This is an optimization exercise on Yosys and OpenROAD, whose aim is small area, not a production implementation. In this exercise RTL edits were held to simulation tests only and were not proved equivalent to the original. No activity file was given, so power comes from the tool's default toggle rates.

Setup of v55:
==> flow/design.v (excerpt) <==
module debug_uart_top #(
	parameter int clks_per_bit = 8
) (
	input wire clk,
	input wire rst,
	input wire uart_rx,
	output wire uart_tx,
	input wire [dbg_cmd_pkg::addr_width-1:0] cpu_addr,
	input wire [7:0] cpu_wdata,
	input wire cpu_we,
	input wire cpu_re,
	output wire [7:0] cpu_rdata,
	output wire cpu_halt,
	output wire cpu_rst,
	input wire cpu_is_halted,
	output wire bus_grant
);
	localparam int cnt_w = $clog2(clks_per_bit);
	localparam logic [cnt_w-1:0] bit_last = cnt_w'(clks_per_bit - 1);
	localparam logic [cnt_w-1:0] half_last = cnt_w'(clks_per_bit / 2 - 1);
	localparam logic [1:0] rx_idle  = 2'd0;
	localparam logic [1:0] rx_start = 2'd1;
	localparam logic [1:0] rx_data_st = 2'd2;
	logic [1:0] rx_sync;
	logic rx_s;
	logic [1:0] rx_state;
	logic [cnt_w-1:0] rx_cnt;
	logic [2:0] rx_idx;
	logic [7:0] rx_data;
	logic rx_valid;
	assign rx_s = rx_sync[1];
	wire rx_bit_end = (rx_cnt == bit_last);
	wire rx_half = (rx_cnt == half_last);
	always_ff @(posedge clk or negedge rst) begin
		if (!rst) begin
			rx_sync <= 2'b11;
			rx_state <= rx_idle;
			rx_valid <= 1'b0;
		end else begin
			rx_sync <= {rx_sync[0], uart_rx};
			rx_valid <= 1'b0;
			case (rx_state)
				rx_idle: if (!rx_s) rx_state <= rx_start;
				rx_start: if (rx_half) rx_state <= rx_s ? rx_idle : rx_data_st;
				rx_data_st: begin
					if (rx_bit_end && rx_idx == 3'd7) begin
						rx_state <= 2'd3;
						rx_valid <= 1'b1;
					end
				end
				default: if (rx_bit_end && rx_s) rx_state <= rx_idle;
			endcase
		end
	end
	always_ff @(posedge clk) begin
		case (rx_state)
			rx_idle: rx_cnt <= '0;
			rx_start: begin
				rx_cnt <= rx_half ? '0 : rx_cnt + 1'b1;
				rx_idx <= '0;
			end
			rx_data_st: begin
				rx_cnt <= rx_cnt + 1'b1;
				if (rx_bit_end)
					rx_idx <= rx_idx + 1'b1;
			end
			default: if (!rx_bit_end) rx_cnt <= rx_cnt + 1'b1;
		endcase
	end
	always_ff @(posedge clk) begin
		if (rx_state == rx_data_st && rx_cnt == bit_last)
			rx_data <= {rx_s, rx_data[7:1]};
	end
	localparam logic [3:0] st_idle       = 4'd0;
	localparam logic [3:0] st_rd_hi      = 4'd1;
	localparam logic [3:0] st_rd_lo      = 4'd2;
  ...
==> flow/config.mk <==
export PLATFORM = sky130hd
export DESIGN_NAME = debug_uart_top
export DESIGN_NICKNAME = debug_uart_top
export VERILOG_FILES = /design/flow/design.v
export SDC_FILE = /design/flow/constraint.sdc
export NUM_CORES = 4
export LEC_CHECK = 0
export CAP_MARGIN = 20
export CORE_MARGIN = 2
export CORE_UTILIZATION = 60
export CTS_BUF_LIST = sky130_fd_sc_hd__clkbuf_16
export CTS_CLUSTER_DIAMETER = 150
export CTS_CLUSTER_SIZE = 25
export SLEW_MARGIN = 20
export SYNTH_HIERARCHICAL = 1
==> flow/constraint.sdc <==
create_clock -name core_clock -period 10.0 [get_ports {clk}]
set_input_delay 2.0000 -clock core_clock [delete_from_list [all_inputs] [get_ports {clk}]]
set_output_delay 2.0000 -clock core_clock [all_outputs]
set_load 0.01 [all_outputs]
standard.sh (not shown) runs the stock make flow with config.mk's settings and CLKGATE_MAP_FILE= SYNTH_SCRIPT=/design/flow/synth_recipe.tcl, a recipe that flattens the netlist after the stock synthesis.
==> flow/flow/run.sh <==
#!/bin/bash
# The standard layout (standard.sh, standard synthesis included) with two
# settings changed through ORFS's own variables:
#  - the port buffers that global placement inserts use the smallest buffer,
#    sky130_fd_sc_hd__buf_1 (every input and output port is still buffered);
#  - clock tree synthesis uses clkbuf_16 with sink clusters of at most 25
#    flip-flops within 150 um, and inserts no dummy loads.
# Every tool's full output is in ORFS's logs under orfs/logs; make's output
# is in standard.log in this folder.
set -euo pipefail
export BUFFER_PORTS_ARGS="-buffer_cell sky130_fd_sc_hd__buf_1"
export CTS_ARGS="-sink_clustering_enable -repair_clock_nets -sink_clustering_size 25 -sink_clustering_max_diameter 150 -buf_list sky130_fd_sc_hd__clkbuf_16 -dont_use_dummy_load"
bash standard.sh > standard.log 2>&1
Input-level comparison between v45 and v55:
- CTS_CLUSTER_SIZE removed (was 25)
- CTS_CLUSTER_DIAMETER removed (was 150)
- CTS_BUF_LIST removed (was sky130_fd_sc_hd__clkbuf_16)
==> flow/flow/run.sh <==
#!/bin/bash
# The standard layout (standard.sh, standard synthesis included) with two
# settings changed through ORFS's own variables:
#  - the port buffers that global placement inserts use the smallest buffer,
#    sky130_fd_sc_hd__buf_1 (every input and output port is still buffered);
#  - clock tree synthesis uses clkbuf_8 with sink clusters of at most 16
#    flip-flops within 100 um, and inserts no dummy loads.
# Every tool's full output is in ORFS's logs under orfs/logs; make's output
# is in standard.log in this folder.
set -euo pipefail
export BUFFER_PORTS_ARGS="-buffer_cell sky130_fd_sc_hd__buf_1"
export CTS_ARGS="-sink_clustering_enable -repair_clock_nets -sink_clustering_size 16 -sink_clustering_max_diameter 100 -buf_list sky130_fd_sc_hd__clkbuf_8 -dont_use_dummy_load"
bash standard.sh > standard.log 2>&1
==> comparison <==
Between v55 and v45, the detail-routed net length per standard cell figures differ only marginally. Total internal power on v45 is ahead of v55. Sort v45 and v55 by growth of design area from synthesis to finish, descending, and v55 comes first. Row global router's overall resource usage: v45 higher / v55 lower. Compared with v55, in v45 largest buffer count on any clock path neither gained nor lost much, cell area moved down. In the reports for v45 and v55, the smaller share of post-route cells with drive strength above 1 belongs to v55. Compared v45 against v55; flip-flop and latch power within noise.
Relative to v45, the following input files were edited for v36:
- setting CTS_BUF_LIST to sky130_fd_sc_hd__clkbuf_16 for the first time
- setting CTS_CLUSTER_SIZE to 25 for the first time
- setting CTS_CLUSTER_DIAMETER to 150 for the first time
==> flow/run.sh (new file) <==
#!/bin/bash
# synth_recipe.tcl (not shown) runs the flow's synth.tcl, then flattens the netlist and writes it again
# the make line also repeats each setting of config.mk as NAME=value (left out here)
make -C /OpenROAD-flow-scripts/flow DESIGN_CONFIG=/design/flow/config.mk WORK_HOME=/design/flow/orfs CLKGATE_MAP_FILE= SYNTH_SCRIPT=/design/flow/synth_recipe.tcl finish
removed: flow/flow/run.sh
removed: flow/standard.sh
### Flow results
Sort v36 and v45 by minimum clock period asc -> top: v45. Total via count in the routed design of v36 is on par with v45. As far as logic gate share of total power is concerned, v45 and v36 perform about the same. Of the two values seen for end point of the critical path, target_ram_inst.rdata[5] was produced by v45 and target_ram_inst.rdata[6] by v36. v45 -> v36: worst hold slack flat. The setup slack of v36 is smaller than that of v45. Worst slack at placement was higher in the run labelled v36. Per the comparison of v36 with v45, maximum level of the CTS H-tree now sits lower, global routing usage summed across all routing layers roughly the same.

Another version of the RTL of debug_uart_top (not shown whole).
For scale: about 6000 cells after synthesis, ~2100 flip-flops, about 42 I/O pins, roughly 0.073 mm² of cells after synthesis.
Settings: LEC_CHECK=0, CAP_MARGIN=20, CORE_MARGIN=2, CORE_UTILIZATION=60, SLEW_MARGIN=20, SYNTH_HIERARCHICAL=1; clock period 10.0 ns.
==> flow/flow/run.sh <==
#!/bin/bash
# The standard layout (standard.sh, standard synthesis included) with two
# settings changed through ORFS's own variables:
#  - the port buffers that global placement inserts use the smallest buffer,
#    sky130_fd_sc_hd__buf_1 (every input and output port is still buffered);
#  - clock tree synthesis uses clkbuf_8 with sink clusters of at most 17
#    flip-flops within 100 um, and inserts no dummy loads.
# Every tool's full output is in ORFS's logs under orfs/logs; make's output
# is in standard.log in this folder.
set -euo pipefail
export BUFFER_PORTS_ARGS="-buffer_cell sky130_fd_sc_hd__buf_1"
export CTS_ARGS="-sink_clustering_enable -repair_clock_nets -sink_clustering_size 17 -sink_clustering_max_diameter 100 -buf_list sky130_fd_sc_hd__clkbuf_8 -dont_use_dummy_load"
bash standard.sh > standard.log 2>&1
Change:
==> flow/flow/run.sh (replaced) <==
#!/bin/bash
# The standard layout (standard.sh, standard synthesis included) with two
# settings changed through ORFS's own variables:
#  - the port buffers that global placement inserts use the smallest buffer,
#    sky130_fd_sc_hd__buf_1 (every input and output port is still buffered);
#  - clock tree synthesis uses clkbuf_8 with sink clusters of at most 16
#    flip-flops within 100 um, and inserts no dummy loads.
# Every tool's full output is in ORFS's logs under orfs/logs; make's output
# is in standard.log in this folder.
set -euo pipefail
export BUFFER_PORTS_ARGS="-buffer_cell sky130_fd_sc_hd__buf_1"
export CTS_ARGS="-sink_clustering_enable -repair_clock_nets -sink_clustering_size 16 -sink_clustering_max_diameter 100 -buf_list sky130_fd_sc_hd__clkbuf_8 -dont_use_dummy_load"
bash standard.sh > standard.log 2>&1
The changed run completed with no timing, DRC or antenna violations.
Die area stays the same.
Final area stays flat.
Wire length stays flat.
Total power grows by about 0.44%.
Non-clock buffer count is unchanged.
Utilization hardly moves.

Another version of the RTL of debug_uart_top (not shown whole).
Size in the first run: roughly 6200 cells after synthesis, about 2100 flip-flops, about 74000 sq um of cells after synthesis.
Settings: LEC_CHECK=0, CAP_MARGIN=20, CORE_MARGIN=2, CORE_UTILIZATION=60, CTS_BUF_LIST=sky130_fd_sc_hd__clkbuf_16, CTS_CLUSTER_DIAMETER=150, CTS_CLUSTER_SIZE=25, SLEW_MARGIN=20, SYNTH_HIERARCHICAL=1; clock period 10.0 ns.
run.sh (not shown) runs the stock make flow with config.mk's settings and CLKGATE_MAP_FILE= SYNTH_SCRIPT=/design/flow/synth_recipe.tcl, a recipe that flattens the netlist after the stock synthesis.
Stock flow here: none of the scripts above is used.
==> next run, changes <==
--- a/flow/config.mk
+++ b/flow/config.mk
@@ -13 +13 @@
-export CTS_CLUSTER_SIZE = 25
+export CTS_CLUSTER_SIZE = 30
Outcome: The new run completed without violations; worst hold slack barely changes; final area decreases slightly; via count stays flat.

==> re-timing with driven ports <==
Ports are ideal in the flow. The routed layouts listed here were re-timed in OpenROAD.
Step 1, drivers: a clkbuf_16 drives clk and a buf_2 each remaining input, both assumed.
Step 2 adds t to the input delays and takes it off the output delays; t is the mean of the earliest and latest rising clock arrival at the registers after step 1. Input paths then give back, and output paths get back, about the clock's delay inside the block.
Three values: no drivers, after step 1, after step 2; two values: the first two.
run | t, ns | slack for setup (ns) | worst register clock-pin slew, ns
v55 | 0.797 | 2.631 / 2.695 / 1.898 | 0.10 / 0.10
v45 | 0.984 | 2.802 / 2.851 / 1.866 | 0.11 / 0.11
v36 | 0.789 | 2.786 / 2.830 / 2.041 | 0.10 / 0.10
the first run of note 2 | 0.976 | 3.250 / 3.292 / 2.317 | 0.11 / 0.11
the second run of note 2 | 0.998 | 3.355 / 3.398 / 2.400 | 0.11 / 0.11
the first run of note 3 | 0.824 | 2.728 / 2.788 / 1.964 | 0.11 / 0.11
the second run of note 3 | 0.801 | 2.712 / 2.772 / 1.971 | 0.12 / 0.12
After both steps every run listed still meets setup and hold. The setup slack of the second run of note 2, which loses most, moves by +0.043 ns with the drivers and by -0.955 ns with both steps.
